This design comes from an exercise in tuning for small area and a short achievable clock period on the open sky130 flow, not from production work. Function was checked by simulation only, so behaviour that the tests miss may differ from the original. Power and IR drop assume default switching activity.

## rev 12
## chess_top
module chess_top (
    input  logic         clk,
    input  logic         rstn,
    input  logic [2:0]   cursor_x,
    input  logic [2:0]   cursor_y,
    input  logic         is_pressed,
    output logic [1:0]   state,
    output logic [767:0] board_data,
    output logic [2:0]   sound_code,
    output logic         play_sound
);
Settings: LEC_CHECK=0, CAP_MARGIN=20, CORE_MARGIN=2, CORE_UTILIZATION=40, SETUP_SLACK_MARGIN=4, SLEW_MARGIN=20, TNS_END_PERCENT=10; clock period 10.0 ns.
standard.sh (not shown) runs the stock make flow with config.mk's settings and CLKGATE_MAP_FILE= SYNTH_SCRIPT=/design/flow/synth_recipe.tcl, a recipe that flattens the netlist after the stock synthesis.
==> flow/flow/run.sh <==
#!/bin/bash
# Standard ORFS layout with three changes: port buffers are the smallest
# buffer, constant output ports share tie cells with their neighbours on the
# die edge, and CTS uses no dummy loads.
set -euo pipefail
R=$PWD/orfs/results/sky130hd/chess_top/base
cfg() { sed -n "s/^export $1 *= *//p" config.mk | tail -1; }
BUFS=$(cfg CTS_BUF_LIST)
[ -n "$BUFS" ] || BUFS="sky130_fd_sc_hd__clkbuf_2 sky130_fd_sc_hd__clkbuf_4 sky130_fd_sc_hd__clkbuf_8"
CTS="-sink_clustering_enable -repair_clock_nets -dont_use_dummy_load -buf_list {$BUFS}"
[ -z "$(cfg CTS_CLUSTER_SIZE)" ] || CTS="$CTS -sink_clustering_size $(cfg CTS_CLUSTER_SIZE)"
[ -z "$(cfg CTS_CLUSTER_DIAMETER)" ] || CTS="$CTS -sink_clustering_max_diameter $(cfg CTS_CLUSTER_DIAMETER)"
export CTS_ARGS="$CTS"
echo "CTS_ARGS=$CTS_ARGS" > log_cts_args.txt
export BUFFER_PORTS_ARGS="-buffer_cell sky130_fd_sc_hd__buf_1"
bash standard.sh synth > log_synth.txt 2>&1
bash standard.sh $R/3_2_place_iop.odb > log_floorplan_iop.txt 2>&1
REGROUP_ODB=$R/3_2_place_iop.odb openroad -no_init -exit flow/regroup.tcl > log_regroup.txt 2>&1
bash standard.sh > log_finish.txt 2>&1
Other scripts of this flow, unchanged in this note and not shown: flow/flow/regroup.tcl
#### Input delta (rev 13 over rev 12)
Settings: putting CTS_BUF_LIST at sky130_fd_sc_hd__clkbuf_2 sky130_fd_sc_hd__clkbuf_4 where nothing was set; swapping 4 for 4.4 in SETUP_SLACK_MARGIN.
Notes after the runs:
Status | rev 13 and rev 12 | clean. On fraction of standard cell area in multi-input logic, rev 13 and rev 12 are neck and neck. The cell count of rev 13 is higher than that of rev 12. Compared with rev 12, rev 13 shows via count of the first global-routing pass higher by 595. | layout overhead on the synthesized area | rev 13 vs rev 12 | 1.4 points higher |. Against rev 12, wire length of the first global-routing pass in rev 13 came out worse. A slowest library cell on the worst path of sky130_fd_sc_hd__edfxtp_1 is what rev 13 shows, while sky130_fd_sc_hd__nor3_4 belongs to rev 12.


## run A
Another version of the RTL of chess_top (not shown whole).
For scale: roughly 1900 cells after synthesis, ~270 flip-flops, about 780 I/O pins.
==> flow/config.mk <==
export PLATFORM = sky130hd
export DESIGN_NAME = chess_top
export DESIGN_NICKNAME = chess_top
export VERILOG_FILES = /design/flow/design.v
export SDC_FILE = /design/flow/constraint.sdc
export NUM_CORES = 4
export LEC_CHECK = 0
export CAP_MARGIN = 20
export CORE_MARGIN = 2
export CORE_UTILIZATION = 40
export CTS_BUF_LIST = sky130_fd_sc_hd__clkbuf_4
export SETUP_SLACK_MARGIN = 4
export SLEW_MARGIN = 20
export TNS_END_PERCENT = 10
==> flow/constraint.sdc <==
create_clock -name core_clock -period 10.0 [get_ports {clk}]
set_input_delay 2.0000 -clock core_clock [delete_from_list [all_inputs] [get_ports {clk}]]
set_output_delay 2.0000 -clock core_clock [all_outputs]
set_load 0.01 [all_outputs]
Scripts as last shown in full above: flow/flow/run.sh
Other scripts of this flow, unchanged in this note and not shown: flow/flow/regroup.tcl
Looking at the reports, run A completed the entire flow and the layout it produced met the timing, design-rule and antenna checks.
For run B, these inputs were changed with respect to run A:
# run A
export LEC_CHECK = 0
export CAP_MARGIN = 20
export CORE_MARGIN = 2
export CORE_UTILIZATION = 40
export CTS_BUF_LIST = sky130_fd_sc_hd__clkbuf_4
export SETUP_SLACK_MARGIN = 4
export SLEW_MARGIN = 20
export TNS_END_PERCENT = 10
create_clock -name core_clock -period 10.0 [get_ports {clk}]
# run B
export LEC_CHECK = 0
export CAP_MARGIN = 20
export CORE_MARGIN = 2
export CORE_UTILIZATION = 40
export SETUP_SLACK_MARGIN = 4.6
export SLEW_MARGIN = 20
export TNS_END_PERCENT = 10
create_clock -name core_clock -period 10.0 [get_ports {clk}]
==> flow/flow/run.sh <==
#!/bin/bash
# Standard ORFS layout with three changes: port buffers are the smallest
# buffer, constant output ports share tie cells with their neighbours on the
# die edge, and CTS uses no dummy loads.
set -euo pipefail
R=$PWD/orfs/results/sky130hd/chess_top/base
export BUFFER_PORTS_ARGS="-buffer_cell sky130_fd_sc_hd__buf_1"
export CTS_ARGS="-sink_clustering_enable -repair_clock_nets -dont_use_dummy_load -buf_list {sky130_fd_sc_hd__clkbuf_2 sky130_fd_sc_hd__clkbuf_4 sky130_fd_sc_hd__clkbuf_8}"
bash standard.sh synth > log_synth.txt 2>&1
bash standard.sh $R/3_2_place_iop.odb > log_floorplan_iop.txt 2>&1
REGROUP_ODB=$R/3_2_place_iop.odb openroad -no_init -exit flow/regroup.tcl > log_regroup.txt 2>&1
bash standard.sh > log_finish.txt 2>&1
==> summary.txt <==
Worst hold slack, run B and run A: larger value in run A
In run B, the total global routing track utilization came out 0.94 points above the value in run A.
Relative to run A, the part of the total power dissipated in combinational logic of run B is higher by 1.3 points.
Power: run B vs run A up 4.6%
Input-level comparison between run C and run B:
# run B
export LEC_CHECK = 0
export CAP_MARGIN = 20
export CORE_MARGIN = 2
export CORE_UTILIZATION = 40
export SETUP_SLACK_MARGIN = 4.6
export SLEW_MARGIN = 20
export TNS_END_PERCENT = 10
create_clock -name core_clock -period 10.0 [get_ports {clk}]
# run C
export LEC_CHECK = 0
export CAP_MARGIN = 20
export CORE_MARGIN = 2
export CORE_UTILIZATION = 55
export SETUP_SLACK_MARGIN = 4
export SLEW_MARGIN = 20
export TNS_END_PERCENT = 10
create_clock -name core_clock -period 10.0 [get_ports {clk}]
--- a/flow/flow/run.sh
+++ b/flow/flow/run.sh
@@ -6,0 +7,8 @@
+cfg() { sed -n "s/^export $1 *= *//p" config.mk | tail -1; }
+BUFS=$(cfg CTS_BUF_LIST)
+[ -n "$BUFS" ] || BUFS="sky130_fd_sc_hd__clkbuf_2 sky130_fd_sc_hd__clkbuf_4 sky130_fd_sc_hd__clkbuf_8"
+CTS="-sink_clustering_enable -repair_clock_nets -dont_use_dummy_load -buf_list {$BUFS}"
+[ -z "$(cfg CTS_CLUSTER_SIZE)" ] || CTS="$CTS -sink_clustering_size $(cfg CTS_CLUSTER_SIZE)"
+[ -z "$(cfg CTS_CLUSTER_DIAMETER)" ] || CTS="$CTS -sink_clustering_max_diameter $(cfg CTS_CLUSTER_DIAMETER)"
+export CTS_ARGS="$CTS"
+echo "CTS_ARGS=$CTS_ARGS" > log_cts_args.txt
@@ -8 +15,0 @@
-export CTS_ARGS="-sink_clustering_enable -repair_clock_nets -dont_use_dummy_load -buf_list {sky130_fd_sc_hd__clkbuf_2 sky130_fd_sc_hd__clkbuf_4 sky130_fd_sc_hd__clkbuf_8}"
The area after synthesis was comparable across run C and run B. Comparing run B against run C, there is no change at all in flop and latch count out of synthesis. NOTE count of standard-cell rows run B->run C decreased by more than 10%. Run C — die height 32 um lower, run B as reference. | starting density of the core | lower: run B |. Width of the chip of run C falls short of that of run B by more than 10%. Diff run B..run C | share of async-settable or async-resettable flops after synthesis | unchanged. The flow ended early for run C: it failed with a tool error in 3_2_place_iop.
Relative to run C, the following input files were edited for run D:
# run C
export LEC_CHECK = 0
export CAP_MARGIN = 20
export CORE_MARGIN = 2
export CORE_UTILIZATION = 55
export SETUP_SLACK_MARGIN = 4
export SLEW_MARGIN = 20
export TNS_END_PERCENT = 10
create_clock -name core_clock -period 10.0 [get_ports {clk}]
# run D
export LEC_CHECK = 0
export CAP_MARGIN = 20
export CORE_MARGIN = 2
export CORE_UTILIZATION = 40
export PLACE_DENSITY = 0.8
export SETUP_SLACK_MARGIN = 4
export SLEW_MARGIN = 20
export TNS_END_PERCENT = 10
create_clock -name core_clock -period 10.0 [get_ports {clk}]
==> comparison <==
- Run D: full flow OK, the timing, design-rule and antenna checks passed
- Xor/xnor cell area share of the yosys netlist: run C vs run D identical
- As far as synthesized-area fraction occupied by and/or/nand/nor cells goes, run D and run C are indistinguishable; the numbers are identical.
- Share of flip-flops with an asynchronous set or reset: run D vs run C, no meaningful difference
- Run D -> run C: cell count after synthesis flat
- Site row count, run C and run D: larger value in run D
- Run D vs. run C: post-synthesis area per instance essentially unchanged; share of synthesized area spent on multiplexers essentially unchanged; post-synth design cell area essentially unchanged.
- Run C → run D: initial core utilization went down 15 points; width of the chip went up about 17%.
- Of run C and run D, the lower die outline height belongs to run C.

==> afterwards: timing with drivers on the ports <==
In the flow no input, the clock included, has a driving cell. The finished layouts below were timed again as built, in two steps. Step 1 (the two cells are an assumption about what drives the block):
set clk [get_ports {clk}]
set_driving_cell -lib_cell sky130_fd_sc_hd__clkbuf_16 $clk
set_driving_cell -lib_cell sky130_fd_sc_hd__buf_2 [delete_from_list [all_inputs] $clk]
Step 2 times the ports against the registers' clock, not the clock port: input delays grow and output delays shrink by t, the midpoint of the rising clock arrivals with the driver on. Three values: ideal, step 1, step 2; two values: the first two.
run	t, ns	setup slack, ns	hold WS [ns]	worst setup path after step 2	worst register clock-pin slew, ns
rev 12	0.631	3.923 / 3.900 / 3.459	0.480 / 0.480 / 0.480	input to register	0.06 / 0.06
rev 13	0.772	4.247 / 4.177 / 3.681	0.489 / 0.489 / 0.489	input to register	0.07 / 0.07
run A	0.774	3.722 / 3.684 / 3.211	0.503 / 0.503 / 0.503	input to register	0.08 / 0.08
run B	0.623	4.031 / 3.890 / 3.304	0.476 / 0.476 / 0.476	input to register	0.07 / 0.07
run D	0.627	3.706 / 3.681 / 3.283	0.496 / 0.496 / 0.496	input to register	0.07 / 0.07
After both steps every run listed still meets setup and hold. The setup slack of run B, which loses most, moves by -0.141 ns with the drivers and by -0.727 ns with both steps.
